What follows belongs to an exercise in optimizing a design on an open flow for small area; a production flow would make more cautious choices. RTL that was checked went through simulation tests only; none was proved equivalent to the original. The RTL of runs 1, 2, 5 and 6 was laid out without a check of its function. Power figures rest on the tool's default switching activity, not on a simulated workload.

<file path="flow/constraint.sdc">
create_clock -name core_clock -period 10.0 [get_ports {i_clk}]
set_input_delay 2.0000 -clock core_clock [delete_from_list [all_inputs] [get_ports {i_clk}]]
set_output_delay 2.0000 -clock core_clock [all_outputs]
set_load 0.01 [all_outputs]
</file>
<file path="flow/run.sh">
#!/bin/bash
# synth_recipe.tcl (not shown) runs the flow's synth.tcl, then flattens the netlist and writes it again
# the make line also repeats each setting of config.mk as NAME=value (left out here)
make -C /OpenROAD-flow-scripts/flow DESIGN_CONFIG=/design/flow/config.mk WORK_HOME=/design/flow/orfs CLKGATE_MAP_FILE= SYNTH_SCRIPT=/design/flow/synth_recipe.tcl finish
</file>
<file path="flow/design.v">
package adda_pkg;
    localparam int unsigned DATA_W_DEF = 8;     
    localparam int unsigned DEPTH_DEF  = 256;   
    typedef enum logic [1:0] {
        ST_IDLE    = 2'd0,
        ST_ARMED   = 2'd1,
        ST_CAPTURE = 2'd2,
        ST_READOUT = 2'd3
    } state_e;
endpackage
module adda_sdp_ram #(
    parameter int unsigned DATA_W = 8,
    parameter int unsigned ADDR_W = 8
) (
    input  logic              clk_i,
    input  logic              ins_i,
    input  logic [DATA_W-1:0] wdata_i,
    input  logic [ADDR_W:0]   raddr_i,
    output logic [DATA_W-1:0] rdata_o,
    output logic [DATA_W-1:0] slot1_o
);
    localparam int unsigned SLOTS = (1 << ADDR_W) + 1;
    localparam int unsigned G1    = (SLOTS + 2) / 3;    
    localparam int unsigned G2    = (G1 + 3) / 4;       
    logic [DATA_W-1:0] ring_q [SLOTS];
    always_ff @(posedge clk_i) begin
        ring_q[0] <= ins_i ? wdata_i : ring_q[SLOTS-1];
        for (int unsigned i = 1; i < SLOTS; i++) begin
            ring_q[i] <= ring_q[i-1];
        end
    end
    assign slot1_o = ring_q[1];
    logic [SLOTS-1:0] sel;
    always_comb begin
        for (int unsigned s = 0; s < SLOTS; s++) begin
            sel[s] = (raddr_i == (ADDR_W+1)'(s));
        end
    end
    for (genvar b = 0; b < DATA_W; b++) begin : g_bit
        logic [3*G1-1:0] d;
        logic [3*G1-1:0] s;
        logic [G1-1:0]   t1_n;    
        logic [4*G2-1:0] t1_p;
        logic [G2-1:0]   t2;      
        always_comb begin
            d = '0;
            s = '0;
            for (int unsigned i = 0; i < SLOTS; i++) begin
                d[i] = ring_q[i][b];
                s[i] = sel[i];
            end
            t1_p = '1;
            t1_p[G1-1:0] = t1_n;
        end
        for (genvar g = 0; g < G1; g++) begin : g_l1
            if (3 * g + 2 < SLOTS) begin : g_3
                adda_aoi222 u_aoi (
                    .a0_i (s[3*g]),   .b0_i (d[3*g]),
                    .a1_i (s[3*g+1]), .b1_i (d[3*g+1]),
                    .a2_i (s[3*g+2]), .b2_i (d[3*g+2]),
                    .y_no (t1_n[g])
                );
            end else begin : g_2
                adda_aoi22 u_aoi (
                    .a0_i (s[3*g]),   .b0_i (d[3*g]),
                    .a1_i (s[3*g+1]), .b1_i (d[3*g+1]),
                    .y_no (t1_n[g])
                );
            end
        end
        for (genvar g = 0; g < G2; g++) begin : g_l2
            adda_nand4 u_nand (
                .a_i  (t1_p[4*g+:4]),
                .y_no (t2[g])
            );
        end
        assign rdata_o[b] = |t2;
    end
endmodule
module adda_aoi222 (
    input  logic a0_i,
    input  logic b0_i,
    input  logic a1_i,
    input  logic b1_i,
    input  logic a2_i,
    input  logic b2_i,
    output logic y_no
);
    assign y_no = ~((a0_i & b0_i) | (a1_i & b1_i) | (a2_i & b2_i));
endmodule
module adda_aoi22 (
    input  logic a0_i,
    input  logic b0_i,
    input  logic a1_i,
    input  logic b1_i,
    output logic y_no
);
    assign y_no = ~((a0_i & b0_i) | (a1_i & b1_i));
endmodule
module adda_nand4 (
    input  logic [3:0] a_i,
    output logic       y_no
);
    assign y_no = ~&a_i;
endmodule
module adc_capture_buffer #(
    parameter int unsigned DATA_W = adda_pkg::DATA_W_DEF,
    parameter int unsigned DEPTH  = adda_pkg::DEPTH_DEF
) (
    input  logic              i_clk,
    input  logic              i_rst_n,
    output logic              o_adc_clk,
    input  logic [DATA_W-1:0] i_adc_data,
    input  logic              i_arm,
    input  logic              i_abort,
    input  logic [DATA_W-1:0] i_trig_level,
    input  logic              i_trig_falling,
    output logic              o_rd_valid,
    input  logic              i_rd_ready,
    output logic [DATA_W-1:0] o_rd_data,
    output logic              o_rd_last,
    output logic              o_busy,
    output logic              o_done
);
    localparam int unsigned AW = $clog2(DEPTH);
    localparam int unsigned SLOTS = DEPTH + 1;
    localparam logic [AW-1:0] CNT_LAST = AW'(DEPTH - 1);
    localparam logic [AW:0] PTR_CAP_LAST = (AW+1)'((2 * DEPTH - 3) % SLOTS);
    localparam logic [AW:0] PTR_MAX = (AW+1)'(SLOTS - 1);
    adda_pkg::state_e  state_q,    state_d;
    logic              adc_clk_q;
    logic              rd_valid_q, rd_valid_d;
    logic              done_q,     done_d;
    logic [AW-1:0]     cnt_q,      cnt_d;
    logic [AW:0]       rptr_q,     rptr_d;
    logic              strobe;
    logic              fire;
    logic              cnt_last;
    logic              trig_hit;
    logic              ins;
    logic [AW:0]       rptr_inc;
    logic [AW:0]       rptr_dec;
    logic [DATA_W-1:0] prev;
    logic [DATA_W-1:0] ring_rdata;
    assign strobe   = adc_clk_q;
    assign fire     = rd_valid_q & i_rd_ready;
    assign cnt_last = (cnt_q == CNT_LAST);
    assign rptr_inc = (rptr_q == PTR_MAX) ? '0 : rptr_q + (AW+1)'(1);
    assign rptr_dec = (rptr_q == '0) ? PTR_MAX : rptr_q - (AW+1)'(1);
    function automatic logic less(input logic [DATA_W-1:0] a, input logic [DATA_W-1:0] b);
        less = 1'b0;
        for (int unsigned i = 0; i < DATA_W; i++) begin
            less = (~a[i] & b[i]) | ((~a[i] | b[i]) & less);
        end
    endfunction
    always_comb begin
        if (i_trig_falling) begin
            trig_hit = less(i_trig_level, prev) && !less(i_trig_level, i_adc_data);
        end else begin
            trig_hit = less(prev, i_trig_level) && !less(i_adc_data, i_trig_level);
        end
    end
    always_ff @(posedge i_clk or negedge i_rst_n) begin
        if (!i_rst_n) begin
            state_q    <= adda_pkg::ST_IDLE;
            adc_clk_q  <= 1'b0;
            rd_valid_q <= 1'b0;
            done_q     <= 1'b0;
        end else begin
            state_q    <= state_d;
            adc_clk_q  <= ~adc_clk_q;
            rd_valid_q <= rd_valid_d;
            done_q     <= done_d;
        end
    end
    always_ff @(posedge i_clk) begin
        cnt_q  <= cnt_d;
        rptr_q <= rptr_d;
    end
    always_comb begin
        state_d    = state_q;
        cnt_d      = cnt_q;
        rptr_d     = rptr_inc;
        rd_valid_d = 1'b0;
        done_d     = 1'b0;
        ins        = strobe;
        unique case (state_q)
            adda_pkg::ST_IDLE: begin
                cnt_d = '0;
                if (i_arm) begin
                    state_d = adda_pkg::ST_ARMED;
                end
            end
            adda_pkg::ST_ARMED: begin
                rptr_d = '0;
                if (strobe) begin
                    cnt_d = AW'(1);
                    if (cnt_q[0] && trig_hit) begin
                        state_d = adda_pkg::ST_CAPTURE;
                    end
                end
            end
            adda_pkg::ST_CAPTURE: begin
                cnt_d = '0;
                if (strobe && rptr_q == PTR_CAP_LAST) begin
                    state_d = adda_pkg::ST_READOUT;
                end
            end
            adda_pkg::ST_READOUT: begin
                ins        = 1'b0;
                rd_valid_d = 1'b1;
                if (fire) begin
                    rptr_d = rptr_dec;
                    cnt_d  = cnt_q + AW'(1);
                    if (cnt_last) begin
                        rd_valid_d = 1'b0;
                        done_d     = 1'b1;
                        state_d    = adda_pkg::ST_IDLE;
                    end
                end
            end
            default: state_d = adda_pkg::ST_IDLE;
        endcase
        if (i_abort) begin
            state_d    = adda_pkg::ST_IDLE;
            rd_valid_d = 1'b0;
            done_d     = 1'b0;
        end
    end
    adda_sdp_ram #(
        .DATA_W (DATA_W),
        .ADDR_W (AW)
    ) u_ring (
        .clk_i   (i_clk),
        .ins_i   (ins),
        .wdata_i (i_adc_data),
        .raddr_i (rptr_q),
        .rdata_o (ring_rdata),
        .slot1_o (prev)
    );
    assign o_adc_clk  = adc_clk_q;
    assign o_rd_valid = rd_valid_q;
    assign o_rd_data  = ring_rdata;
    assign o_rd_last  = rd_valid_q & cnt_last;
    assign o_busy     = (state_q != adda_pkg::ST_IDLE);
    assign o_done     = done_q;
endmodule
</file>
<file path="flow/config.mk">
export PLATFORM = sky130hd
export DESIGN_NAME = adc_capture_buffer
export DESIGN_NICKNAME = adc_capture_buffer
export VERILOG_FILES = /design/flow/design.v
export SDC_FILE = /design/flow/constraint.sdc
export NUM_CORES = 4
export LEC_CHECK = 0
export CAP_MARGIN = 20
export CORE_MARGIN = 2
export CORE_UTILIZATION = 60
export CTS_CLUSTER_DIAMETER = 100
export CTS_CLUSTER_SIZE = 30
export SLEW_MARGIN = 20
export SYNTH_HIERARCHICAL = 1
</file>
==> results.py, run 1 <==
metrics = {
    "clocking": {
        "clk-insertion-delay-late_ns": 0.69,
        "root_buffer": "clkbuf_16",
        "cts_tree": "built",
        "cts_buffers": 79,
        "cts_setup_buffers": 0,
        "post_cts_resized": 0,
        "hold_buffers": 0,
        "ctsLongestPathBuffers": 3,
        "clk_transition_reported_paths_ns": 0.12,
        "clock_sinks": 2078,
        "htreeDepth": 3,
    },
    "floorplan": {
        "die_h_um": 301,
        "core_area_sq_um": 87000,
        "placementRows": 108,
        "start_util_pct": 60.8,
        "dieArea_sq_um": 90600,
        "die_w_um": 301,
        "ios": 35,
    },
    "cells_and_area": {
        "layout_common_cells": "dfxtp_1, a222oi_1, nor2_1, nand4_1, clkbuf_16",
        "area_delta_synth_final_pct": 7.68,
        "final_common_cell": "dfxtp_1",
        "drive_gt1_share_pct": 4.60,
        "final_nets": 3701,
    },
    "logic_synthesis": {
        "synth-seq-cells": 2078,
        "dominantRegCellSynth": "dfxtp_1",
        "async_reset_ff_share_pct": 0.241,
        "synth-seq-area-share_pct": 78.8,
        "synth.distinct_cells": 61,
        "avgSynthCellArea_sq_um": 14.9,
        "yosysWarnings": 9,
        "synth-edff-count": 8,
        "synthesis.instances": 3555,
        "syn-cell-area_sq_um": 52900,
    },
    "pwr": {
        "ir_drop_uv": 181,
        "p_leak_nw": 20.6,
        "powerDensity_nw_per_um2": 229,
    },
    "critical_path": {
        "r2r_slack_ns": 7.48,
        "cp.arrival_ns": 6.36,
        "r2r_start": "rptr_q[0]",
        "startpoint": "rptr_q[0]",
        "worstSetupPathType": "flip-flop to output port",
        "rr_worst_depth": 9,
        "cp_slowest_cell": "nor4_1",
        "crit_top_cell": "nand4_1",
        "crit_path_end_kind": "output port",
        "timing.rr.end": "state_q[1]",
        "cp-start-kind": "flip-flop",
        "critPathRequiredTime_ns": 8.00,
        "max_stage_delay_ns": 1.16,
        "crit_chain": "nor3_1 > nand3b_1 > buf_4 > nor2_1 > a222oi_1 > nand4_1 > nor4_1 > nand4_1 > or4_1 > clkdlybuf4s50_1",
        "critPathMaxFanout": 17,
    },
    "drt": {
        "final_antenna_net_count": 0,
        "route.met3.wl_mm": 9.86,
        "wl_met2_mm": 65.9,
        "first_pass_iters": 10,
        "via_per_inst": 6.76,
        "drc": 0,
        "drt_wl_total_mm": 140,
        "vias": 32668,
        "drt_iter0_drc": 6463,
        "met1Wirelength_mm": 56.8,
        "top_layer": "met5",
        "wl_per_cell_um": 28.9,
    },
    "sta": {
        "skew_ns": 0.0281,
        "rsz0062_at_grt": "no",
        "hold_violations": 0,
        "fmax_mhz": 120,
        "timing.slew.headroom_pct": 9.64,
        "fin_crit_sh_pct": 83.6,
        "finalSetupTns_ns": 0,
        "slew_violations": 0,
        "fin_crit_ns": 8.36,
        "setup_viol": 0,
        "setup_slack_ns": 1.64,
        "hold_ws_ns": 0.334,
        "tightest_slew_ns": 1.34,
    },
    "global_routing": {
        "grt_max_degree": 32,
        "grt_pass1_wl_mm": 207,
        "grt_usage_pct": 30.4,
        "first_global_vias": 32023,
        "grt-ovfl-total": 0,
        "antenna_found_initial": 2,
    },
    "outcome": {
        "status": "timing/DRC/antenna clean",
    },
    "hold_path": {
        "hold_end": "u_ring.ring_q[239][6]",
        "hp-start": "u_ring.ring_q[238][6]",
        "whs_path_depth": 0,
        "min_path_type": "flip-flop to flip-flop",
    },
    "placed_design": {
        "portBuffers": 34,
        "place_ws_ns": 2.55,
        "dpl.hpwl_mm": 97.8,
        "place_congestion": 0.979,
    },
    "run": {
        "maxCapViolCount": 0,
    },
}
==> layout make-up <==
class,instances,area (sq um)
diodes,1,2.50
clock buffers,84,2060
clock inverters,4,63.8
fillers,6276,30000
inverters,17,63.8
multi-input cells,1428,11100
flip-flops and latches,2078,41700
well taps,1155,1450
repair buffers,66,581
==> cells by family (layout without fill, tap and decap cells) <==
family	Yosys count	in the layout	share of synthesized area (%)
flops	2078	2078	78.8
compound gates	741	741	13.8
simple gates	629	629	6.01
buf+inv	64	171	0.575
fa+ha+maj	17	17	0.374
xor+xnor	15	15	0.248
mux	10	10	0.208
other cells	1	17	0.00709
==> critical path: cells and delay by family, from the launching register on <==
family	cells	cell delay, ns
and+or+nand+nor	7	3.54
buffers and inverters	2	0.96
DFF	1	0.70
AOI/OAI and AO/OA	1	0.46
==> registers in the layout, indices dropped and copies added, names as in the netlist <==
name and count:
state_q 2, adc_clk_q 1, done_q 1, cnt_q 8, u_ring.ring_q 2056, rptr_q 9
rd_valid_q 1
==> modules after synthesis, one instance, submodules excluded, a selection <==
module	area, sq um	flip-flops and latches
adda_nand4	6.26	0
adda_aoi22	12.5	0
adda_aoi222	10.0	0
adc_capture_buffer	1850	22
==> routing by layer <==
metal	GRT usage [%]	vias up
met5	0	-
met4	13.6	2
met3	4.79	339
met2	50.0	1582
met1	39.7	16347
li1	-	14398
==> synth_stat cells, drive strengths merged, types with 2 or more instances <==
cell type | number | area [sq um]
dfxtp | 2065 | 41300
a222oi | 680 | 6810
nor2 | 284 | 1070
nand4 | 190 | 1190
nand2 | 37 | 139
nor4 | 36 | 240
buf | 35 | 195
nand3 | 20 | 105
inv | 17 | 63.8
or4 | 16 | 120
a22oi | 14 | 145
a21oi | 13 | 68.8
nand2b | 13 | 81.3
clkbuf | 12 | 45.0
o21ai | 12 | 63.8
ha | 9 | 113
edfxtp | 8 | 240
maj3 | 8 | 85.1
mux2 | 8 | 90.1
nor3 | 8 | 40.0
xnor2 | 8 | 70.1
xor2 | 7 | 61.3
and2b | 6 | 46.3
nor2b | 6 | 45.0
dfrtp | 5 | 125
a211oi | 4 | 40.0
a31oi | 3 | 18.8
nor3b | 3 | 32.5
o211ai | 3 | 22.5
a21o | 2 | 15.0
a2bb2oi | 2 | 17.5
mux2i | 2 | 20.0
o21a | 2 | 15.0
o32ai | 2 | 32.5
or2b | 2 | 15.0
==> per-stage QoR <==
stage / utilization (%) / cells / total power [mW] / area, sq um
after floorplan: - / 3570 / 8.97 / 53000
after global placement: 62.9 / 4740 / 9.33 / 54800
after detailed placement: 63.0 / 4744 / 9.37 / 54900
after CTS: 65.5 / 4832 / 13.1 / 57000
after global routing: 65.5 / 4832 / 13.4 / 57000
final: 65.5 / 4833 / 13.1 / 57000
==> worst max-delay path by stage <==
stage / end
floorplan: o_rd_data[0]
global placement: o_rd_data[6]
detailed placement: o_rd_data[4]
CTS: o_rd_data[4]
global route: o_rd_data[4]
finish: o_rd_data[3]
==> power by group <==
part | internal [mW] | total [mW] | leakage [nW] | switching [mW]
logic | 0.197 | 0.713 | 2.65 | 0.516
registers | 8.39 | 8.49 | 16.9 | 0.0990
clock network | 1.50 | 3.85 | 1.04 | 2.35
total | 10.1 | 13.1 | 20.6 | 2.97
==> inputs of run 2 (changes only) <==
--- a/flow/config.mk
+++ b/flow/config.mk
@@ -11,3 +11,3 @@
 export CTS_CLUSTER_DIAMETER = 100
-export CTS_CLUSTER_SIZE = 30
+export CTS_CLUSTER_SIZE = 25
 export SLEW_MARGIN = 20
==> run 2 against run 1 <==
Register-to-register slack worse by 0.05 ns. Hold slack gained 0.0031 ns. Clock skew rose by 0.0026 ns.
==> results.py, run 2 <==
metrics = {
    "cells_and_area": {
        "drive_gt1_share_pct": 4.98,
        "layout_common_cells": "dfxtp_1, a222oi_1, nor2_1, nand4_1, clkbuf_16",
        "seq_area_sq_um": 41700,
        "n_fill_cell": 6229,
        "top_regs": "u_ring.ring_q x2056, rptr_q x9, cnt_q x8",
        "multiInputGateArea_sq_um": 11100,
        "area_delta_synth_final_pct": 8.35,
        "largest_reg_flops": 2056,
        "final_nets": 3715,
        "largest_register": "u_ring.ring_q",
        "final_common_cell": "dfxtp_1",
    },
    "hold_path": {
        "whs_path_depth": 0,
        "hp-start": "u_ring.ring_q[67][6]",
        "hold_end": "u_ring.ring_q[68][6]",
        "min_path_type": "flip-flop to flip-flop",
    },
    "pwr": {
        "switching_share_pct": 22.6,
        "p_leak_nw": 20.8,
        "p_sw_mw": 3.01,
        "ir_drop_uv": 193,
        "post-layout-total-power_mw": 13.3,
        "combPwrFrac_pct": 5.3,
        "pwr-share-clk_pct": 31.0,
        "powerDensity_nw_per_um2": 233,
        "intPower_mw": 10.3,
        "seq_power_share_pct": 63.7,
    },
    "critical_path": {
        "rr_worst_depth": 9,
        "r2r_start": "rptr_q[0]",
        "r2r_slack_ns": 7.43,
        "crit_chain": "nor3_1 > nand3b_1 > nor2_1 > a222oi_1 > nand4_1 > nor4_1 > buf_4 > nand4_1 > or4_1 > clkdlybuf4s50_1",
        "worstSetupPathType": "flip-flop to output port",
        "max_stage_delay_ns": 1.06,
        "critPathMaxFanout": 17,
        "cp.arrival_ns": 6.40,
        "timing.rr.end": "state_q[1]",
        "cp.buffers_inverters": 2,
        "critPathRequiredTime_ns": 8.00,
        "critical-path-top-delay-family": "simple AND/OR/NAND/NOR gates",
        "cp_slowest_cell": "nor4_1",
        "cp-start-kind": "flip-flop",
        "crit_top_cell": "nand4_1",
        "crit_path_end_kind": "output port",
    },
    "clocking": {
        "cts_buffers": 93,
        "post_cts_resized": 0,
        "cts_setup_buffers": 0,
        "hold_buffers": 0,
        "clk_transition_reported_paths_ns": 0.10,
        "ctsLongestPathBuffers": 3,
        "htreeDepth": 3,
        "clk-insertion-delay-late_ns": 0.69,
        "root_buffer": "clkbuf_16",
        "cts_tree": "built",
        "clock_sinks": 2078,
    },
    "floorplan": {
        "start_util_pct": 60.8,
        "placementRows": 108,
        "dieArea_sq_um": 90600,
        "die_w_um": 301,
        "die_h_um": 301,
        "core_area_sq_um": 87000,
        "ios": 35,
    },
    "logic_synthesis": {
        "synth_area_leaders": "dfxtp_1, a222oi_1, nand4_1",
        "yosysWarnings": 9,
        "avgSynthCellArea_sq_um": 14.9,
        "synthesis.instances": 3555,
        "synth-edff-count": 8,
        "yosysTopAreaCellShare_pct": 78.1,
        "syn-cell-area_sq_um": 52900,
        "synth-seq-area-share_pct": 78.8,
        "dominantRegCellSynth": "dfxtp_1",
        "synth_most_common_cell": "dfxtp_1",
        "synth-seq-cells": 2078,
        "yosysTopAreaCell": "dfxtp_1",
        "synthTopCellsByCount": "dfxtp_1, a222oi_1, nor2_1",
        "async_reset_ff_share_pct": 0.241,
        "synth.distinct_cells": 61,
    },
    "drt": {
        "final_antenna_net_count": 0,
        "vias": 32642,
        "wl_per_cell_um": 28.9,
        "drc": 0,
        "drt_wl_total_mm": 140,
        "via_per_inst": 6.73,
        "drt_iter0_drc": 6584,
        "first_pass_iters": 7,
    },
    "global_routing": {
        "grt_usage_pct": 30.4,
        "grt_max_degree": 27,
        "first_global_vias": 32222,
        "grt-ovfl-total": 0,
        "antenna_found_initial": 2,
        "grt_pass1_wl_mm": 207,
    },
    "placed_design": {
        "place_congestion": 0.979,
        "dpl.hpwl_mm": 97.8,
        "portBuffers": 34,
    },
    "outcome": {
        "status": "timing/DRC/antenna clean",
    },
    "sta": {
        "fin_crit_ns": 8.40,
        "finalSetupTns_ns": 0,
        "timing.slew.headroom_pct": 22.3,
        "fin_crit_sh_pct": 84.0,
        "fmax_mhz": 119,
        "setup_viol": 0,
        "tightest_slew_ns": 1.15,
        "skew_ns": 0.0306,
        "rsz0062_at_grt": "no",
        "hold_violations": 0,
        "slew_violations": 0,
    },
    "run": {
        "maxCapViolCount": 0,
    },
}
-- run 2: logic make-up after synthesis --
group	count (synthesis)	share of synthesized area (%)
AO/OA/AOI/OAI	741	13.8
adder cells (fa/ha/maj)	17	0.374
other	1	0.00709
flip-flops	2078	78.8
buffers and inverters	64	0.575
multiplexers	10	0.208
AND/OR/NAND/NOR	629	6.01
XOR/XNOR	15	0.248
-- run 2: power by group through the flow --
stage / Clock [mW] / Sequential (mW) / Combinational (mW)
final: 4.13 / 8.49 / 0.708
after global routing: 4.50 / 8.51 / 0.727
after CTS: 4.19 / 8.49 / 0.697
after detailed placement: 0 / 8.68 / 0.693
after global placement: 0 / 8.67 / 0.663
after floorplan: 0 / 8.64 / 0.334
-- run 2: worst max path at each step --
stage | from | endpoint | depth (start not counted) | slack [ns]
after floorplan | rptr_q[7] | o_rd_data[0] | 8 | 5.24
after global placement | rptr_q[0] | o_rd_data[6] | 10 | 1.45
after detailed placement | rptr_q[0] | o_rd_data[4] | 10 | 2.55
after CTS | rptr_q[0] | o_rd_data[4] | 10 | 1.77
after global routing | rptr_q[0] | o_rd_data[4] | 10 | 1.71
final | rptr_q[0] | o_rd_data[4] | 10 | 1.60
-- run 2: per-layer routing --
layer,routed length [um],global-route usage [%],up-vias
met5,13,0,-
li1,-,-,14394
met4,6820,14.0,2
met1,56900,39.9,16374
met2,66400,50.0,1571
met3,10100,4.67,301
-- run 2: per-module statistics from Yosys, one instance, submodules excluded, a selection --
module | flip-flops and latches | cells inside
adda_aoi22 | 0 | 1
adda_aoi222 | 0 | 1
adc_capture_buffer | 22 | 225
adda_nand4 | 0 | 1
-- run 2: stage by stage --
step	cell area [sq um]	hold slack (ns)	util (%)	std cells	setup slack, ns
floorplan	53000	0.330	-	3570	5.24
global placement	54800	0.332	62.9	4740	1.45
detailed placement	54900	0.335	63.0	4744	2.55
CTS	57300	0.333	65.9	4847	1.77
global route	57300	0.339	65.9	4847	1.71
finish	57300	0.337	65.9	4848	1.60
-- run 2: area by class of cell --
type / instances / area share (%)
Clock buffer: 98 / 4.20
Multi-Input combinational cell: 1428 / 19.3
Clock inverter: 5 / 0.127
Inverter: 17 / 0.111
Tap cell: 1155 / 2.52
Sequential cell: 2078 / 72.7
Timing Repair Buffer: 66 / 1.01
Antenna cell: 1 / 0.00436
==> inputs of run 3 (changes only) <==
--- a/flow/design.v
+++ b/flow/design.v
@@ -23,3 +23,2 @@
     localparam int unsigned G1    = (SLOTS + 2) / 3;    
-    localparam int unsigned G2    = (G1 + 3) / 4;       
     logic [DATA_W-1:0] ring_q [SLOTS];
@@ -42,4 +41,2 @@
         logic [G1-1:0]   t1_n;    
-        logic [4*G2-1:0] t1_p;
-        logic [G2-1:0]   t2;      
         always_comb begin
@@ -51,4 +48,2 @@
             end
-            t1_p = '1;
-            t1_p[G1-1:0] = t1_n;
         end
@@ -70,9 +65,3 @@
         end
-        for (genvar g = 0; g < G2; g++) begin : g_l2
-            adda_nand4 u_nand (
-                .a_i  (t1_p[4*g+:4]),
-                .y_no (t2[g])
-            );
-        end
-        assign rdata_o[b] = |t2;
+        assign rdata_o[b] = ~&t1_n;
     end
@@ -98,8 +87,2 @@
     assign y_no = ~((a0_i & b0_i) | (a1_i & b1_i));
-endmodule
-module adda_nand4 (
-    input  logic [3:0] a_i,
-    output logic       y_no
-);
-    assign y_no = ~&a_i;
 endmodule
@@ -126,5 +109,5 @@
     localparam int unsigned SLOTS = DEPTH + 1;
-    localparam logic [AW-1:0] CNT_LAST = AW'(DEPTH - 1);
     localparam logic [AW:0] PTR_CAP_LAST = (AW+1)'((2 * DEPTH - 3) % SLOTS);
     localparam logic [AW:0] PTR_MAX = (AW+1)'(SLOTS - 1);
+    localparam logic [AW-1:0] CNT_LAST = 8'h80;
     adda_pkg::state_e  state_q,    state_d;
@@ -134,2 +117,3 @@
     logic [AW-1:0]     cnt_q,      cnt_d;
+    logic [AW-1:0]     cnt_next;
     logic [AW:0]       rptr_q,     rptr_d;
@@ -140,4 +124,4 @@
     logic              ins;
-    logic [AW:0]       rptr_inc;
-    logic [AW:0]       rptr_dec;
+    logic              rptr_down;
+    logic [AW:0]       rptr_step;
     logic [DATA_W-1:0] prev;
@@ -147,4 +131,21 @@
     assign cnt_last = (cnt_q == CNT_LAST);
-    assign rptr_inc = (rptr_q == PTR_MAX) ? '0 : rptr_q + (AW+1)'(1);
-    assign rptr_dec = (rptr_q == '0) ? PTR_MAX : rptr_q - (AW+1)'(1);
+    assign cnt_next = {cnt_q[AW-2:0],
+                       cnt_q[7] ^ cnt_q[5] ^ cnt_q[4] ^ cnt_q[3] ^ (cnt_q[AW-2:0] == '0)};
+    assign rptr_down = fire;
+    always_comb begin
+        logic [AW:0] flip;
+        logic        run;
+        run = 1'b1;
+        for (int unsigned i = 0; i <= AW; i++) begin
+            flip[i] = run;
+            run     = run & (rptr_q[i] ^ rptr_down);
+        end
+        if (!rptr_down && rptr_q == PTR_MAX) begin
+            rptr_step = '0;
+        end else if (rptr_down && rptr_q == '0) begin
+            rptr_step = PTR_MAX;
+        end else begin
+            rptr_step = rptr_q ^ flip;
+        end
+    end
     function automatic logic less(input logic [DATA_W-1:0] a, input logic [DATA_W-1:0] b);
@@ -182,3 +183,3 @@
         cnt_d      = cnt_q;
-        rptr_d     = rptr_inc;
+        rptr_d     = rptr_step;
         rd_valid_d = 1'b0;
@@ -212,4 +213,3 @@
                 if (fire) begin
-                    rptr_d = rptr_dec;
-                    cnt_d  = cnt_q + AW'(1);
+                    cnt_d  = cnt_next;
                     if (cnt_last) begin
==> run 3 against run 2 <==
Cell area decreased by 0.98%. Wire length increased by 7.0%. Still clean. Total power increased by 0.34%. Critical endpoint is now o_rd_data[5]. Critical path type unchanged.
==> results.py, run 3 <==
metrics = {
    "sta": {
        "hold_ws_ns": 0.342,
        "fmax_mhz": 116,
        "timing.slew.headroom_pct": 19.9,
        "setup_viol": 0,
        "tightest_slew_ns": 1.20,
        "skew_ns": 0.0192,
        "fin_crit_ns": 8.62,
        "fin_crit_sh_pct": 86.2,
        "hold_violations": 0,
        "slew_violations": 0,
        "rsz0062_at_grt": "no",
        "finalSetupTns_ns": 0,
        "setup_slack_ns": 1.38,
    },
    "global_routing": {
        "grt-ovfl-total": 0,
        "grt_pass1_wl_mm": 216,
        "grt_max_degree": 27,
        "first_global_vias": 31763,
        "grt_usage_pct": 32.5,
        "antenna_found_initial": 6,
    },
    "drt": {
        "drt_iter0_drc": 6821,
        "drc": 0,
        "drt_wl_total_mm": 150,
        "final_antenna_net_count": 0,
        "via_per_inst": 6.93,
        "first_pass_iters": 12,
        "vias": 33075,
        "wl_per_cell_um": 31.4,
    },
    "cells_and_area": {
        "multiInputGateArea_sq_um": 10600,
        "largest_reg_flops": 2056,
        "area_delta_synth_final_pct": 8.08,
        "seq_area_sq_um": 41700,
        "drive_gt1_share_pct": 4.42,
        "layout_common_cells": "dfxtp_1, a222oi_1, nor2_1, nand4_1, clkbuf_16",
        "final_nets": 3637,
        "largest_register": "u_ring.ring_q",
        "fin_cells": 4776,
        "top_regs": "u_ring.ring_q x2056, rptr_q x9, cnt_q x8",
        "n_fill_cell": 6275,
        "final_common_cell": "dfxtp_1",
    },
    "critical_path": {
        "cp.arrival_ns": 6.62,
        "r2r_start": "rptr_q[4]",
        "worstSetupPathType": "flip-flop to output port",
        "critPathMaxFanout": 14,
        "critPathRequiredTime_ns": 8.00,
        "crit_path_end_kind": "output port",
        "startpoint": "rptr_q[0]",
        "cp-start-kind": "flip-flop",
    },
    "logic_synthesis": {
        "synth-seq-cells": 2078,
        "synth_top_family_by_area": "compound AO/OA/AOI/OAI gates",
        "yosys.area_share.simple_pct": 5.77,
        "synthesis.instances": 3505,
        "synth-seq-area-share_pct": 79.4,
        "synthTopCellsByCount": "dfxtp_1, a222oi_1, nor2_1",
        "dominantRegCellSynth": "dfxtp_1",
        "synth_fa_ha_area_share_pct": 0.260,
        "synth-edff-count": 8,
        "synth_xor_area_share_pct": 0.183,
        "syn-cell-area_sq_um": 52500,
        "async_reset_ff_share_pct": 0.241,
        "synth-compound-area-share_pct": 13.7,
        "yosysTopAreaCell": "dfxtp_1",
        "avgSynthCellArea_sq_um": 15.0,
        "synth_most_common_cell": "dfxtp_1",
        "muxShareOfSynthArea_pct": 0.191,
        "synth.distinct_cells": 57,
        "yosysTopAreaCellShare_pct": 78.7,
        "synth_area_leaders": "dfxtp_1, a222oi_1, nand4_1",
        "yosysWarnings": 9,
    },
    "pwr": {
        "powerDensity_nw_per_um2": 236,
        "ir_drop_uv": 175,
        "p_leak_nw": 20.6,
    },
    "floorplan": {
        "die_h_um": 300,
        "ios": 35,
        "dieArea_sq_um": 89900,
        "placementRows": 108,
        "die_w_um": 300,
        "start_util_pct": 60.6,
        "core_area_sq_um": 86800,
    },
    "clocking": {
        "hold_buffers": 0,
        "ctsLongestPathBuffers": 3,
        "cts_tree": "built",
        "root_buffer": "clkbuf_16",
        "cts_buffers": 93,
        "htreeDepth": 3,
        "cts_setup_buffers": 0,
        "post_cts_resized": 0,
        "clk_transition_reported_paths_ns": 0.10,
        "clk-insertion-delay-late_ns": 0.69,
        "clock_sinks": 2078,
    },
    "hold_path": {
        "min_path_type": "flip-flop to flip-flop",
        "hp-start": "u_ring.ring_q[142][3]",
    },
    "outcome": {
        "status": "timing/DRC/antenna clean",
    },
    "run": {
        "maxCapViolCount": 0,
    },
    "placed_design": {
        "place_ws_ns": 2.22,
        "place_congestion": 0.983,
        "placed_cells": 4669,
        "portBuffers": 34,
        "dpl.hpwl_mm": 108,
    },
}
## run 3: changes by cell type in the layout (fill, tap and decap cells not counted), sizes merged, moves of 8 or more
cell,delta
buf,-11
nor2,-11
conb,-16
nand4,-10
and2,+8
nand2b,-11
nor2b,+9
## run 3: cell families (layout without fill, tap and decap cells)
family | after synthesis | after routing
buffers and inverters | 63 | 176
XOR/XNOR | 11 | 11
multiplexers | 9 | 9
adder cells (fa/ha/maj) | 12 | 12
AND/OR/NAND/NOR | 603 | 603
flip-flops | 2078 | 2078
other | 0 | 3
AO/OA/AOI/OAI | 729 | 729
## run 3: Yosys stat by module (local to each module, per instance), excerpt
module | cells | cell area [sq um] | times used
adc_capture_buffer | 176 | 1540 | 1
adda_aoi222 | 1 | 10.0 | 680
adda_aoi22 | 1 | 12.5 | 8
## run 3: area by class of cell
type | count | share of cell area, %
tap | 1155 | 2.55
clock buffer | 97 | 4.20
clock inverter | 6 | 0.130
antenna | 3 | 0.0132
sequential | 2078 | 73.5
inverter | 18 | 0.119
timing repair buffer | 55 | 0.873
multi-input combinational | 1364 | 18.7
## run 3: through the flow
step,instance area [sq um],power (mW),utilization [%]
after global placement,54300,9.36,62.6
after detailed placement,54300,9.39,62.6
after CTS,56800,13.4,65.4
final,56800,13.4,65.4
after floorplan,52500,8.98,-
after global routing,56800,13.7,65.4
## run 3: path summary, 6_finish.rpt
kind                       depth (start not counted)                    end  slack [ns]
min reg2reg                                        0  u_ring.ring_q[143][3]        0.34
max in group asynchronous                          1              adc_clk_q        8.25
max                                               11           o_rd_data[5]        1.38
min                                                0  u_ring.ring_q[143][3]        0.34
min in group asynchronous                          1             state_q[1]        1.54
max reg2reg                                        6             state_q[0]        7.37
## run 3: metal layers
metal | wire [um] | GRT usage [%] | vias up
met1 | 63100 | 46.2 | 16583
met5 | 22 | 0 | -
met2 | 67100 | 50.4 | 1981
met4 | 5780 | 11.5 | 4
li1 | - | - | 14189
met3 | 14000 | 5.80 | 318
## run 3: critical path, cell delays in order (launching register included)
cell and delay, ns:
dfxtp_1 0.61, nor2_1 0.13, and2_1 0.23, nand2_1 0.59, buf_4 0.40, nor2_1 0.22
a222oi_1 1.01, nand4_1 0.28, nor4_1 0.90, nand4_1 0.33, or4_1 0.69, clkdlybuf4s50_1 0.53
## run 3: power breakdown
part	switching, mW	internal, mW
Clock	2.43	1.72
Sequential	0.106	8.39
Combinational	0.521	0.215
==> inputs of run 4 (changes only) <==
==> flow/flow/run.sh (new file) <==
#!/bin/bash
# Layout flow: the standard ORFS flow (standard.sh), with two changes:
#  - the port buffers that global placement inserts are sky130_fd_sc_hd__buf_1
#    instead of the buffer the resizer picks;
#  - after global routing, the resizer's power recovery downsizes gates on
#    paths with positive slack.
# Each make run's full output goes to a log file in the work folder.
set -euo pipefail
export BUFFER_PORTS_ARGS="-buffer_cell sky130_fd_sc_hd__buf_1"
export RECOVER_POWER=100
bash standard.sh "BUFFER_PORTS_ARGS=$BUFFER_PORTS_ARGS" "RECOVER_POWER=$RECOVER_POWER" finish > orfs_finish.log 2>&1
test -f out/final.def
==> flow/standard.sh (new file) <==
#!/bin/bash
# synth_recipe.tcl (not shown) runs the flow's synth.tcl, then flattens the netlist and writes it again
# the make line also repeats each setting of config.mk as NAME=value (left out here)
make -C /OpenROAD-flow-scripts/flow DESIGN_CONFIG=/design/flow/config.mk WORK_HOME=/design/flow/orfs CLKGATE_MAP_FILE= SYNTH_SCRIPT=/design/flow/synth_recipe.tcl "${@:-finish}"
removed: flow/run.sh
==> run 4 against run 3 <==
Now fails the layout checks on capacitance limit, slew limit. Clock skew grew 0.0034 ns. Synthesized cell count unchanged. Synthesized area did not move. Via count decreased by 0.91%. Register-to-register slack barely moved. Die area did not move. Sequential power about the same. Cell area fell by 0.31%. Wire length down 0.31%. Clock power hardly changed. Count of clock-buffer cells in the layout stayed put.
==> results.py, run 4 <==
metrics = {
    "outcome": {
        "status": "complete, but fails checks",
        "so_faults": "capacitance limit, slew limit",
    },
    "global_routing": {
        "grt-ovfl-total": 0,
        "antenna_found_initial": 9,
        "first_global_vias": 31329,
        "grt_pass1_wl_mm": 215,
        "grt_usage_pct": 32.4,
        "grt_max_degree": 27,
    },
    "sta": {
        "setup_viol": 0,
        "fmax_mhz": 115,
        "setup_slack_ns": 1.30,
        "hold_violations": 0,
        "rsz0062_at_grt": "no",
        "fin_crit_ns": 8.70,
        "skew_ns": 0.0226,
        "fin_crit_sh_pct": 87.0,
        "slew_violations": 20,
        "timing.slew.headroom_pct": -26.4,
        "tightest_slew_ns": 1.88,
        "finalSetupTns_ns": 0,
    },
    "critical_path": {
        "crit_top_cell": "nand4_1",
        "cp_slowest_cell": "nand2_1",
        "critPathMaxFanout": 17,
        "crit_path_end_kind": "output port",
        "worstSetupPathType": "flip-flop to output port",
        "crit_chain": "nor3_1 > nand2_1 > nor2_1 > a222oi_1 > nand4_1 > nor4_1 > nand4_1 > or4_1 > buf_1",
        "cp.arrival_ns": 6.70,
        "rr_worst_depth": 6,
        "max_stage_delay_ns": 1.17,
        "critPathRequiredTime_ns": 8.00,
        "cp-start-kind": "flip-flop",
    },
    "cells_and_area": {
        "utilization_pct": 65.2,
        "largest_register": "u_ring.ring_q",
        "multiInputGateArea_sq_um": 10600,
        "area_delta_synth_final_pct": 7.75,
        "top_regs": "u_ring.ring_q x2056, rptr_q x9, cnt_q x8",
        "drive_gt1_share_pct": 4.36,
        "final_common_cell": "dfxtp_1",
        "n_fill_cell": 6346,
        "layout_common_cells": "dfxtp_1, a222oi_1, nor2_1, nand4_1, clkbuf_16",
        "largest_reg_flops": 2056,
        "fin_cells": 4778,
        "final_nets": 3638,
        "seq_area_sq_um": 41700,
    },
    "placed_design": {
        "portBuffers": 34,
        "place_congestion": 0.994,
        "placed_cells": 4670,
        "dpl.hpwl_mm": 108,
        "place_ws_ns": 2.85,
    },
    "drt": {
        "final_antenna_net_count": 0,
        "drc": 0,
        "wl_per_cell_um": 31.3,
        "drt_iter0_drc": 7047,
        "vias": 32773,
        "first_pass_iters": 11,
        "via_per_inst": 6.86,
        "drt_wl_total_mm": 150,
    },
    "run": {
        "maxCapViolCount": 2,
    },
    "logic_synthesis": {
        "yosysTopAreaCell": "dfxtp_1",
        "synth-seq-cells": 2078,
        "async_reset_ff_share_pct": 0.241,
        "synth-seq-area-share_pct": 79.4,
        "avgSynthCellArea_sq_um": 15.0,
        "yosysTopAreaCellShare_pct": 78.7,
        "syn-cell-area_sq_um": 52500,
        "dominantRegCellSynth": "dfxtp_1",
        "synth.distinct_cells": 57,
        "synthesis.instances": 3505,
        "synth_most_common_cell": "dfxtp_1",
        "synth-edff-count": 8,
        "yosysWarnings": 9,
        "synth_area_leaders": "dfxtp_1, a222oi_1, nand4_1",
        "synthTopCellsByCount": "dfxtp_1, a222oi_1, nor2_1",
    },
    "clocking": {
        "cts_setup_buffers": 0,
        "clk_transition_reported_paths_ns": 0.10,
        "cts_buffers": 93,
        "htreeDepth": 3,
        "cts_tree": "built",
        "post_cts_resized": 0,
        "hold_buffers": 0,
        "clk-insertion-delay-late_ns": 0.70,
        "root_buffer": "clkbuf_16",
        "clock_sinks": 2078,
        "ctsLongestPathBuffers": 3,
    },
    "pwr": {
        "intPower_mw": 10.3,
        "combPwrFrac_pct": 5.5,
        "switching_share_pct": 23.2,
        "seq_power_share_pct": 63.4,
        "ir_drop_uv": 200,
        "p_leak_nw": 20.5,
        "p_sw_mw": 3.10,
        "powerDensity_nw_per_um2": 236,
        "pwr-share-clk_pct": 31.1,
    },
    "floorplan": {
        "die_h_um": 300,
        "ios": 35,
        "dieArea_sq_um": 89900,
        "core_area_sq_um": 86800,
        "placementRows": 108,
        "start_util_pct": 60.6,
        "die_w_um": 300,
    },
    "hold_path": {
        "whs_path_depth": 0,
        "min_path_type": "flip-flop to flip-flop",
    },
}
[run 4: cell counts after synthesis]
Identical to the previous run, type by type.
[run 4: power by group through the flow]
stage | Combinational (mW) | Clock, mW | Sequential [mW]
final | 0.731 | 4.16 | 8.49
after global routing | 0.737 | 4.48 | 8.50
after CTS | 0.715 | 4.20 | 8.49
after detailed placement | 0.710 | 0 | 8.68
after global placement | 0.701 | 0 | 8.67
after floorplan | 0.344 | 0 | 8.64
[run 4: worst max-delay path, delay by kind of cell (launching register included)]
kind | cells | cell delay (ns)
AND/OR/NAND/NOR | 7 | 4.60
flip-flops | 1 | 0.64
AO/OA/AOI/OAI | 1 | 0.57
buffers and inverters | 1 | 0.17
[run 4: kinds of logic (layout without fill, tap and decap cells)]
group / Yosys count / in the layout / share of synthesized area [%]
flip-flops: 2078 / 2078 / 79.4
AO/OA/AOI/OAI: 729 / 729 / 13.7
AND/OR/NAND/NOR: 603 / 603 / 5.77
buffers and inverters: 63 / 178 / 0.512
adder cells (fa/ha/maj): 12 / 12 / 0.260
XOR/XNOR: 11 / 11 / 0.183
multiplexers: 9 / 9 / 0.191
other: 0 / 3 / 0
[run 4: final timing paths]
| kind | start | end | slack [ns] |
|---|---|---|---|
| min in group asynchronous | i_rst_n | done_q | 1.15 |
| worst max register to register | rptr_q[4] | state_q[0] | 7.38 |
| max in group asynchronous | i_rst_n | state_q[0] | 8.63 |
| worst max-delay path | rptr_q[0] | o_rd_data[7] | 1.30 |
| worst min-delay path | u_ring.ring_q[135][0] | u_ring.ring_q[136][0] | 0.34 |
| worst min register to register | u_ring.ring_q[135][0] | u_ring.ring_q[136][0] | 0.34 |
[run 4: metrics by stage]
step                      hold WS, ns  area, sq um  power (mW)
after global placement          0.332        54100        9.37
after global routing            0.350        56600        13.7
after CTS                       0.336        56600        13.4
after floorplan                 0.330        52500        8.98
final                           0.338        56600        13.4
after detailed placement        0.336        54100        9.39
[run 4: area by class of cell]
class | count | share of cell area [%]
Inverter | 18 | 0.119
Timing Repair Buffer | 56 | 0.513
Sequential cell | 2078 | 73.7
Tap cell | 1155 | 2.55
Antenna cell | 3 | 0.0133
Clock inverter | 7 | 0.219
Multi-Input combinational cell | 1364 | 18.7
Clock buffer | 97 | 4.18
[run 4: modules after synthesis (local to each module, per instance), a selection]
| module | area (sq um) | copies in the design |
|---|---|---|
| adc_capture_buffer | 1540 | 1 |
| adda_aoi22 | 12.5 | 8 |
| adda_aoi222 | 10.0 | 680 |
[run 4: metal layers]
metal	routed length (um)	track usage, %	part of all wire (%)
met2	66900	50.0	45
met1	63400	46.2	42
met4	5950	11.8	4.0
met3	13200	5.56	8.8
met5	67	0	0.045
==> inputs of run 5 (changes only) <==
--- a/flow/design.v
+++ b/flow/design.v
@@ -15,5 +15,6 @@
     input  logic              clk_i,
-    input  logic              ins_i,
+    input  logic              ins0_i,
+    input  logic              ins1_i,
     input  logic [DATA_W-1:0] wdata_i,
-    input  logic [ADDR_W:0]   raddr_i,
+    input  logic [ADDR_W-1:0] raddr_i,
     output logic [DATA_W-1:0] rdata_o,
@@ -21,3 +22,3 @@
 );
-    localparam int unsigned SLOTS = (1 << ADDR_W) + 1;
+    localparam int unsigned SLOTS = 1 << ADDR_W;
     localparam int unsigned G1    = (SLOTS + 2) / 3;    
@@ -25,4 +26,5 @@
     always_ff @(posedge clk_i) begin
-        ring_q[0] <= ins_i ? wdata_i : ring_q[SLOTS-1];
-        for (int unsigned i = 1; i < SLOTS; i++) begin
+        ring_q[0] <= ins0_i ? wdata_i : ring_q[SLOTS-1];
+        ring_q[1] <= ins1_i ? wdata_i : ring_q[0];
+        for (int unsigned i = 2; i < SLOTS; i++) begin
             ring_q[i] <= ring_q[i-1];
@@ -34,3 +36,3 @@
         for (int unsigned s = 0; s < SLOTS; s++) begin
-            sel[s] = (raddr_i == (ADDR_W+1)'(s));
+            sel[s] = (raddr_i == ADDR_W'(s + 1));
         end
@@ -57,3 +59,3 @@
                 );
-            end else begin : g_2
+            end else if (3 * g + 1 < SLOTS) begin : g_2
                 adda_aoi22 u_aoi (
@@ -61,2 +63,8 @@
                     .a1_i (s[3*g+1]), .b1_i (d[3*g+1]),
+                    .y_no (t1_n[g])
+                );
+            end else begin : g_1
+                adda_nand2 u_nand (
+                    .a_i  (s[3*g]),
+                    .b_i  (d[3*g]),
                     .y_no (t1_n[g])
@@ -87,2 +95,9 @@
     assign y_no = ~((a0_i & b0_i) | (a1_i & b1_i));
+endmodule
+module adda_nand2 (
+    input  logic a_i,
+    input  logic b_i,
+    output logic y_no
+);
+    assign y_no = ~(a_i & b_i);
 endmodule
@@ -108,5 +123,4 @@
     localparam int unsigned AW = $clog2(DEPTH);
-    localparam int unsigned SLOTS = DEPTH + 1;
-    localparam logic [AW:0] PTR_CAP_LAST = (AW+1)'((2 * DEPTH - 3) % SLOTS);
-    localparam logic [AW:0] PTR_MAX = (AW+1)'(SLOTS - 1);
+    localparam logic [AW:0] PTR_CAP_LAST = (AW+1)'(2 * (DEPTH - 1));
+    localparam logic [AW-1:0] CNT_MID  = 8'h62;
     localparam logic [AW-1:0] CNT_LAST = 8'h80;
@@ -124,3 +138,5 @@
     logic              ins;
+    logic              ins_hi;
     logic              rptr_down;
+    logic              rptr_keep;
     logic [AW:0]       rptr_step;
@@ -134,2 +150,3 @@
     assign rptr_down = fire;
+    assign rptr_keep = fire & (cnt_q == CNT_MID);
     always_comb begin
@@ -137,3 +154,3 @@
         logic        run;
-        run = 1'b1;
+        run = ~rptr_keep;
         for (int unsigned i = 0; i <= AW; i++) begin
@@ -142,9 +159,3 @@
         end
-        if (!rptr_down && rptr_q == PTR_MAX) begin
-            rptr_step = '0;
-        end else if (rptr_down && rptr_q == '0) begin
-            rptr_step = PTR_MAX;
-        end else begin
-            rptr_step = rptr_q ^ flip;
-        end
+        rptr_step = rptr_q ^ flip;
     end
@@ -187,2 +198,3 @@
         ins        = strobe;
+        ins_hi     = 1'b0;
         unique case (state_q)
@@ -195,3 +207,3 @@
             adda_pkg::ST_ARMED: begin
-                rptr_d = '0;
+                rptr_d = (AW+1)'(1);
                 if (strobe) begin
@@ -204,3 +216,4 @@
             adda_pkg::ST_CAPTURE: begin
-                cnt_d = '0;
+                cnt_d  = '0;
+                ins_hi = rptr_q[AW];
                 if (strobe && rptr_q == PTR_CAP_LAST) begin
@@ -213,3 +226,3 @@
                 if (fire) begin
-                    cnt_d  = cnt_next;
+                    cnt_d = cnt_next;
                     if (cnt_last) begin
@@ -234,5 +247,6 @@
         .clk_i   (i_clk),
-        .ins_i   (ins),
+        .ins0_i  (ins & ~ins_hi),
+        .ins1_i  (ins & ins_hi),
         .wdata_i (i_adc_data),
-        .raddr_i (rptr_q),
+        .raddr_i (rptr_q[AW-1:0]),
         .rdata_o (ring_rdata),
@@ -242,3 +256,3 @@
     assign o_rd_valid = rd_valid_q;
-    assign o_rd_data  = ring_rdata;
+    assign o_rd_data  = rd_valid_q ? ring_rdata : '0;
     assign o_rd_last  = rd_valid_q & cnt_last;
==> flow/flow/run.sh (replaced) <==
#!/bin/bash
# Layout flow: the standard ORFS flow (standard.sh), except that the port
# buffers that global placement inserts are sky130_fd_sc_hd__buf_1 instead
# of the buffer the resizer picks. The make run's full output goes to
# orfs_finish.log in the work folder.
set -euo pipefail
export BUFFER_PORTS_ARGS="-buffer_cell sky130_fd_sc_hd__buf_1"
bash standard.sh "BUFFER_PORTS_ARGS=$BUFFER_PORTS_ARGS" finish > orfs_finish.log 2>&1
test -f out/final.def
==> run 5 against run 4 <==
Now clean on timing, DRC and antenna. First-iteration DRC count decreased by 3.7%. Sequential power decreased by 0.5%. Final cell count increased by 0.40%. Non-clock buffer count increased by 5. Hold slack improved by 0.0028 ns. Maximum frequency increased by 6.8%. Critical endpoint is now o_rd_data[0]. Highest routed layer unchanged.
==> results.py, run 5 <==
metrics = {
    "global_routing": {
        "first_global_vias": 31309,
        "grt_pass1_wl_mm": 218,
        "antenna_found_initial": 4,
        "grt-ovfl-total": 0,
        "grt_usage_pct": 33.1,
        "grt_max_degree": 27,
    },
    "cells_and_area": {
        "top_regs": "u_ring.ring_q x2048, rptr_q x9, cnt_q x8",
        "drive_gt1_share_pct": 4.48,
        "final_common_cell": "dfxtp_1",
        "layout_common_cells": "dfxtp_1, a222oi_1, nor2_1, nand4_1, clkbuf_16",
        "final_area_sq_um": 56600,
        "largest_register": "u_ring.ring_q",
        "area_delta_synth_final_pct": 7.71,
        "final_nets": 3664,
        "fin_cells": 4797,
        "largest_reg_flops": 2048,
    },
    "drt": {
        "wl_per_cell_um": 31.8,
        "drc": 0,
        "first_pass_iters": 9,
        "final_antenna_net_count": 0,
        "drt_iter0_drc": 6784,
        "via_per_inst": 6.86,
        "drt_wl_total_mm": 153,
        "vias": 32928,
    },
    "pwr": {
        "combPwrFrac_pct": 5.0,
        "intPower_mw": 10.2,
        "p_leak_nw": 20.6,
        "ir_drop_uv": 192,
        "switching_share_pct": 22.9,
        "p_sw_mw": 3.03,
        "post-layout-total-power_mw": 13.2,
        "seq_power_share_pct": 63.8,
        "pwr-share-clk_pct": 31.2,
        "powerDensity_nw_per_um2": 234,
    },
    "critical_path": {
        "cp_slowest_cell": "nor4_1",
        "critical-path-top-delay-family": "simple AND/OR/NAND/NOR gates",
        "critPathRequiredTime_ns": 8.00,
        "max_stage_delay_ns": 1.06,
        "r2r_slack_ns": 7.27,
        "cp-start-kind": "flip-flop",
        "critPathMaxFanout": 13,
        "cp.buffers_inverters": 2,
        "cp.arrival_ns": 6.14,
        "crit_chain": "nor2_1 > nand2_1 > buf_4 > nor2_1 > a222oi_1 > nand4_1 > nor4_1 > nand4_1 > or4_1 > and2_1 > buf_1",
        "crit_path_end_kind": "output port",
        "worstSetupPathType": "flip-flop to output port",
    },
    "placed_design": {
        "place_ws_ns": 2.95,
        "portBuffers": 34,
        "place_area_sq_um": 54100,
        "placed_cells": 4695,
        "place_congestion": 1.02,
        "dpl.hpwl_mm": 112,
    },
    "logic_synthesis": {
        "async_reset_ff_share_pct": 0.242,
        "synth_area_leaders": "dfxtp_1, a222oi_1, nand4_1",
        "synth-seq-area-share_pct": 79.1,
        "synthesis.instances": 3525,
        "synth.distinct_cells": 52,
        "avgSynthCellArea_sq_um": 14.9,
        "yosysWarnings": 9,
        "synth_most_common_cell": "dfxtp_1",
        "synth-seq-cells": 2070,
        "synth-edff-count": 8,
        "yosysTopAreaCell": "dfxtp_1",
        "syn-cell-area_sq_um": 52500,
        "yosysTopAreaCellShare_pct": 78.4,
        "synthTopCellsByCount": "dfxtp_1, a222oi_1, nor2_1",
        "dominantRegCellSynth": "dfxtp_1",
    },
    "floorplan": {
        "dieArea_sq_um": 89900,
        "placementRows": 108,
        "die_w_um": 300,
        "die_h_um": 300,
        "start_util_pct": 60.5,
        "core_area_sq_um": 86800,
        "ios": 35,
    },
    "clocking": {
        "hold_buffers": 0,
        "ctsLongestPathBuffers": 3,
        "htreeDepth": 3,
        "post_cts_resized": 0,
        "cts_tree": "built",
        "cts_buffers": 93,
        "root_buffer": "clkbuf_16",
        "clk-insertion-delay-late_ns": 0.69,
        "cts_setup_buffers": 0,
        "clock_sinks": 2070,
        "clk_transition_reported_paths_ns": 0.10,
    },
    "hold_path": {
        "min_path_type": "flip-flop to flip-flop",
    },
    "sta": {
        "tightest_slew_ns": 1.24,
        "hold_violations": 0,
        "fin_crit_ns": 8.14,
        "fin_crit_sh_pct": 81.4,
        "timing.slew.headroom_pct": 16.7,
        "finalSetupTns_ns": 0,
        "skew_ns": 0.0231,
        "setup_slack_ns": 1.86,
        "slew_violations": 0,
        "setup_viol": 0,
        "rsz0062_at_grt": "no",
        "fmax_mhz": 123,
    },
    "run": {
        "maxCapViolCount": 0,
    },
    "outcome": {
        "status": "timing/DRC/antenna clean",
    },
}
-- run 5: cell count changes in the layout (fill, tap and decap cells not counted), moves of 4 or more --
cell / change
nand2b_1: +8
buf_2: +4
and2_1: +10
a22oi_2: -8
o21ai_0: +4
xor2_1: +4
and2_0: -4
mux2_2: +8
nand3_1: +6
xnor2_1: -6
dfxtp_1: -8
-- run 5: power groups by stage --
stage / clock [mW] / sequential (mW) / combinational, mW
CTS: 4.16 / 8.44 / 0.632
global route: 4.44 / 8.46 / 0.674
floorplan: 0 / 8.60 / 0.312
global placement: 0 / 8.63 / 0.620
detailed placement: 0 / 8.63 / 0.628
finish: 4.12 / 8.45 / 0.663
-- run 5: path summary, 6_finish.rpt --
path                                               to                   from  depth (start not counted)
worst min-delay path            u_ring.ring_q[137][6]  u_ring.ring_q[136][6]                          0
max in group asynchronous                      done_q                i_rst_n                          1
worst min register to register  u_ring.ring_q[137][6]  u_ring.ring_q[136][6]                          0
min in group asynchronous                  state_q[0]                i_rst_n                          1
worst max-delay path                     o_rd_data[0]              rptr_q[2]                         11
worst max register to register              rptr_q[7]             rd_valid_q                          6
-- run 5: routing by layer --
| layer | vias up | track usage (%) | wire (um) |
|---|---|---|---|
| met5 | - | 0 | 23 |
| met2 | 1853 | 50.6 | 67500 |
| met4 | 4 | 11.7 | 5790 |
| met1 | 16539 | 47.5 | 64200 |
| li1 | 14246 | - | - |
| met3 | 286 | 6.25 | 15200 |
-- run 5: per-module statistics from Yosys (local to each module, per instance), excerpt --
| module | area, sq um | flip-flops and latches | times used |
|---|---|---|---|
| adda_aoi222 | 10.0 | 0 | 680 |
| adda_nand2 | 3.75 | 0 | 8 |
| adc_capture_buffer | 1690 | 22 | 1 |
-- run 5: final cells by class --
cell class | count | area [sq um]
clock inverters | 6 | 85.1
repair buffers | 61 | 320
clock buffers | 95 | 2360
flip-flops and latches | 2070 | 41500
fillers | 6267 | 30200
inverters | 18 | 67.6
diodes | 1 | 2.50
well taps | 1155 | 1450
multi-input cells | 1391 | 10700
-- run 5: through the flow --
stage	util [%]	hold WS [ns]
4_1_cts	65.2	0.340
3_3_place_gp	62.3	0.331
5_1_grt	65.2	0.336
3_5_place_dp	62.4	0.335
2_1_floorplan	-	0.330
6_report	65.2	0.340
-- run 5: kinds of logic after synthesis --
| family | Yosys count | synth area share, % |
|---|---|---|
| xor gates and xnor gates | 9 | 0.150 |
| muxes | 16 | 0.343 |
| adders and majority gates | 14 | 0.307 |
| buffers and inverters | 64 | 0.515 |
| and+or+nand+nor | 623 | 5.95 |
| AOI/OAI and AO/OA | 729 | 13.6 |
| DFF | 2070 | 79.1 |
==> inputs of run 6 (changes only) <==
==> flow/run.sh (new file) <==
#!/bin/bash
# synth_recipe.tcl (not shown) runs the flow's synth.tcl, then flattens the netlist and writes it again
# the make line also repeats each setting of config.mk as NAME=value (left out here)
make -C /OpenROAD-flow-scripts/flow DESIGN_CONFIG=/design/flow/config.mk WORK_HOME=/design/flow/orfs CLKGATE_MAP_FILE= SYNTH_SCRIPT=/design/flow/synth_recipe.tcl finish
removed: flow/flow/run.sh
removed: flow/standard.sh
==> run 6 against run 5 <==
Global-route usage is 0.62 points lower. Worst setup slack got worse by 0.26 ns. Synthesized cell count is the same. Critical path depth unchanged. Sequential share of layout area decreased by 0.28 points. Final cell count stayed put. Cell area up 0.38%. Non-clock buffer count fell by 3. Wire length fell by 2.0%. Critical endpoint is now o_rd_data[2]. Largest cell class unchanged.
==> results.py, run 6 <==
metrics = {
    "outcome": {
        "status": "timing/DRC/antenna clean",
    },
    "cells_and_area": {
        "largest_reg_flops": 2048,
        "final_nets": 3660,
        "area_delta_synth_final_pct": 8.12,
        "final_common_cell": "dfxtp_1",
        "utilization_pct": 65.4,
        "fin_cells": 4797,
        "largest_register": "u_ring.ring_q",
        "top_regs": "u_ring.ring_q x2048, rptr_q x9, cnt_q x8",
        "drive_gt1_share_pct": 4.37,
        "layout_common_cells": "dfxtp_1, a222oi_1, nor2_1, nand4_1, clkbuf_16",
    },
    "sta": {
        "fin_crit_sh_pct": 84.0,
        "finalSetupTns_ns": 0,
        "hold_violations": 0,
        "skew_ns": 0.0264,
        "setup_viol": 0,
        "fin_crit_ns": 8.40,
        "rsz0062_at_grt": "no",
        "fmax_mhz": 119,
        "tightest_slew_ns": 1.24,
        "slew_violations": 0,
        "timing.slew.headroom_pct": 17.0,
    },
    "pwr": {
        "powerDensity_nw_per_um2": 233,
        "intPower_mw": 10.2,
        "p_sw_mw": 2.99,
        "p_leak_nw": 20.7,
        "ir_drop_uv": 201,
        "switching_share_pct": 22.6,
        "seq_power_share_pct": 63.9,
        "combPwrFrac_pct": 5.0,
        "pwr-share-clk_pct": 31.1,
    },
    "floorplan": {
        "die_w_um": 300,
        "core_area_sq_um": 86800,
        "ios": 35,
        "start_util_pct": 60.5,
        "dieArea_sq_um": 89900,
        "die_h_um": 300,
        "placementRows": 108,
    },
    "logic_synthesis": {
        "yosysWarnings": 9,
        "dominantRegCellSynth": "dfxtp_1",
        "synth_area_leaders": "dfxtp_1, a222oi_1, nand4_1",
        "avgSynthCellArea_sq_um": 14.9,
        "yosysTopAreaCell": "dfxtp_1",
        "async_reset_ff_share_pct": 0.242,
        "syn-cell-area_sq_um": 52500,
        "synth_most_common_cell": "dfxtp_1",
        "synthTopCellsByCount": "dfxtp_1, a222oi_1, nor2_1",
        "synth-seq-cells": 2070,
        "yosysTopAreaCellShare_pct": 78.4,
        "synthesis.instances": 3525,
        "synth.distinct_cells": 52,
        "synth-seq-area-share_pct": 79.1,
        "synth-edff-count": 8,
    },
    "drt": {
        "wl_per_cell_um": 31.2,
        "final_antenna_net_count": 0,
        "vias": 32873,
        "drt_wl_total_mm": 150,
        "drt_iter0_drc": 6994,
        "first_pass_iters": 11,
        "drc": 0,
        "via_per_inst": 6.85,
    },
    "placed_design": {
        "place_congestion": 1.00,
        "portBuffers": 34,
        "dpl.hpwl_mm": 110,
        "placed_cells": 4692,
    },
    "run": {
        "maxCapViolCount": 0,
    },
    "clocking": {
        "clk-insertion-delay-late_ns": 0.69,
        "hold_buffers": 0,
        "post_cts_resized": 0,
        "root_buffer": "clkbuf_16",
        "htreeDepth": 3,
        "cts_setup_buffers": 0,
        "cts_tree": "built",
        "clk_transition_reported_paths_ns": 0.10,
        "cts_buffers": 92,
        "clock_sinks": 2070,
        "ctsLongestPathBuffers": 3,
    },
    "critical_path": {
        "critical-path-top-delay-family": "simple AND/OR/NAND/NOR gates",
        "cp.arrival_ns": 6.40,
        "crit_chain": "nor2_1 > nand2_1 > buf_4 > nor2_1 > a222oi_1 > nand4_1 > nor4_1 > nand4_1 > or4_1 > and2_1 > clkdlybuf4s50_1",
        "rr_worst_depth": 6,
        "max_stage_delay_ns": 0.89,
        "path_depth": 11,
        "cp-start-kind": "flip-flop",
        "cp_slowest_cell": "nor4_1",
        "worstSetupEndpoint": "o_rd_data[2]",
        "critPathRequiredTime_ns": 8.00,
        "worstSetupPathType": "flip-flop to output port",
        "cp.buffers_inverters": 2,
        "timing.rr.end": "rptr_q[7]",
        "startpoint": "rptr_q[0]",
        "r2r_start": "rd_valid_q",
        "crit_path_end_kind": "output port",
        "critPathMaxFanout": 14,
        "r2r_slack_ns": 7.22,
    },
    "global_routing": {
        "grt_usage_pct": 32.5,
        "grt_pass1_wl_mm": 214,
        "grt_max_degree": 27,
        "antenna_found_initial": 6,
        "grt-ovfl-total": 0,
        "first_global_vias": 31384,
    },
    "hold_path": {
        "min_path_type": "flip-flop to flip-flop",
    },
}
## run 6: cell counts after synthesis
No cell type changed its count.
## run 6: per-module statistics from Yosys (local to each module, per instance), excerpt
module	flops+latches	area, sq um	copies in the design
adc_capture_buffer	22	1690	1
adda_aoi222	0	10.0	680
adda_nand2	0	3.75	8
## run 6: worst min-delay path by stage
stage	cells after the start	to	slack, ns	from
after floorplan	0	u_ring.ring_q[100][0]	0.33	u_ring.ring_q[99][0]
final	0	u_ring.ring_q[67][0]	0.34	u_ring.ring_q[66][0]
after global placement	0	u_ring.ring_q[103][3]	0.33	u_ring.ring_q[102][3]
after detailed placement	0	u_ring.ring_q[167][6]	0.33	u_ring.ring_q[166][6]
after CTS	0	u_ring.ring_q[67][0]	0.33	u_ring.ring_q[66][0]
after global routing	0	u_ring.ring_q[137][0]	0.34	u_ring.ring_q[136][0]
## run 6: area by class of cell
class                      instances  area, sq um
antenna                            4         10.0
clock buffer                      97         2380
clock inverter                     4         62.6
fill                            6359        30000
inverter                          18         67.6
multi-input combinational       1391        10700
sequential                      2070        41500
tap                             1155         1450
timing repair buffer              58          518
## run 6: cells by family after synthesis
family / Yosys count / synth area share (%)
simple gates: 623 / 5.95
flops: 2070 / 79.1
compound gates: 729 / 13.6
xor+xnor: 9 / 0.150
fa+ha+maj: 14 / 0.307
mux: 16 / 0.343
buf+inv: 64 / 0.515
## run 6: worst reg2reg max path: stages, from the launching register on
cell and delay, ns:
dfrtp_1 0.83, nand2_1 0.48, or4_1 0.55, o21ai_0 0.18, nand2b_1 0.16, or3_1 0.37, a21oi_1 0.15
## run 6: routing by layer
| metal | vias to the layer above | track usage, % | part of all wire (%) |
|---|---|---|---|
| li1 | 14247 | - | - |
| met4 | 2 | 12.6 | 4.0 |
| met2 | 1904 | 48.8 | 44 |
| met5 | - | 0 | 0.0087 |
| met1 | 16459 | 47.4 | 43 |
| met3 | 261 | 5.27 | 9.3 |
## run 6: through the flow
| step | cell area (sq um) | power, mW | hold WS [ns] | worst slack (ns) |
|---|---|---|---|---|
| final | 56800 | 13.2 | 0.337 | 1.60 |
| after global routing | 56800 | 13.6 | 0.344 | 1.61 |
| after CTS | 56800 | 13.2 | 0.330 | 1.63 |
| after detailed placement | 54300 | 9.27 | 0.335 | 2.38 |
| after global placement | 54300 | 9.26 | 0.331 | 2.38 |
| after floorplan | 52500 | 8.91 | 0.330 | 5.13 |
## run 6: power groups by stage
stage / registers (mW) / logic, mW / clock network [mW]
3_3_place_gp: 8.63 / 0.629 / 0
2_1_floorplan: 8.60 / 0.312 / 0
6_report: 8.45 / 0.660 / 4.11
4_1_cts: 8.44 / 0.641 / 4.14
5_1_grt: 8.46 / 0.673 / 4.45
3_5_place_dp: 8.63 / 0.639 / 0

[what the ideal ports hide]
The flow's constraints put no driver on any port. The routed layouts listed below were extracted and timed again, unchanged, in two steps.
Step 1 sets driving cells, clkbuf_16 on the clock port and buf_2 on the other inputs (assumed; they add their load-dependent delay and slew).
Step 2, shift: input delay + t, output delay - t, t = (earliest + latest rising clock arrival at the registers) / 2. This alone moves slack from input paths to output paths.
Slacks: no drivers / after step 1 / after step 2; pairs: no drivers / after step 1.
| run | shift t [ns] | setup WS [ns] | worst setup path at the end | slew at the worst register clock pin (ns) |
|---|---|---|---|---|
| run 1 | 0.748 | 1.643 / 1.572 / 2.320 | register to output | 0.12 / 0.12 |
| run 2 | 0.747 | 1.603 / 1.532 / 2.279 | register to output | 0.10 / 0.10 |
| run 3 | 0.746 | 1.381 / 1.314 / 2.060 | register to output | 0.10 / 0.10 |
| run 4 | 0.752 | 1.301 / 1.235 / 1.987 | register to output | 0.10 / 0.10 |
| run 5 | 0.742 | 1.857 / 1.790 / 2.531 | register to output | 0.10 / 0.10 |
| run 6 | 0.748 | 1.598 / 1.524 / 2.273 | register to output | 0.10 / 0.10 |
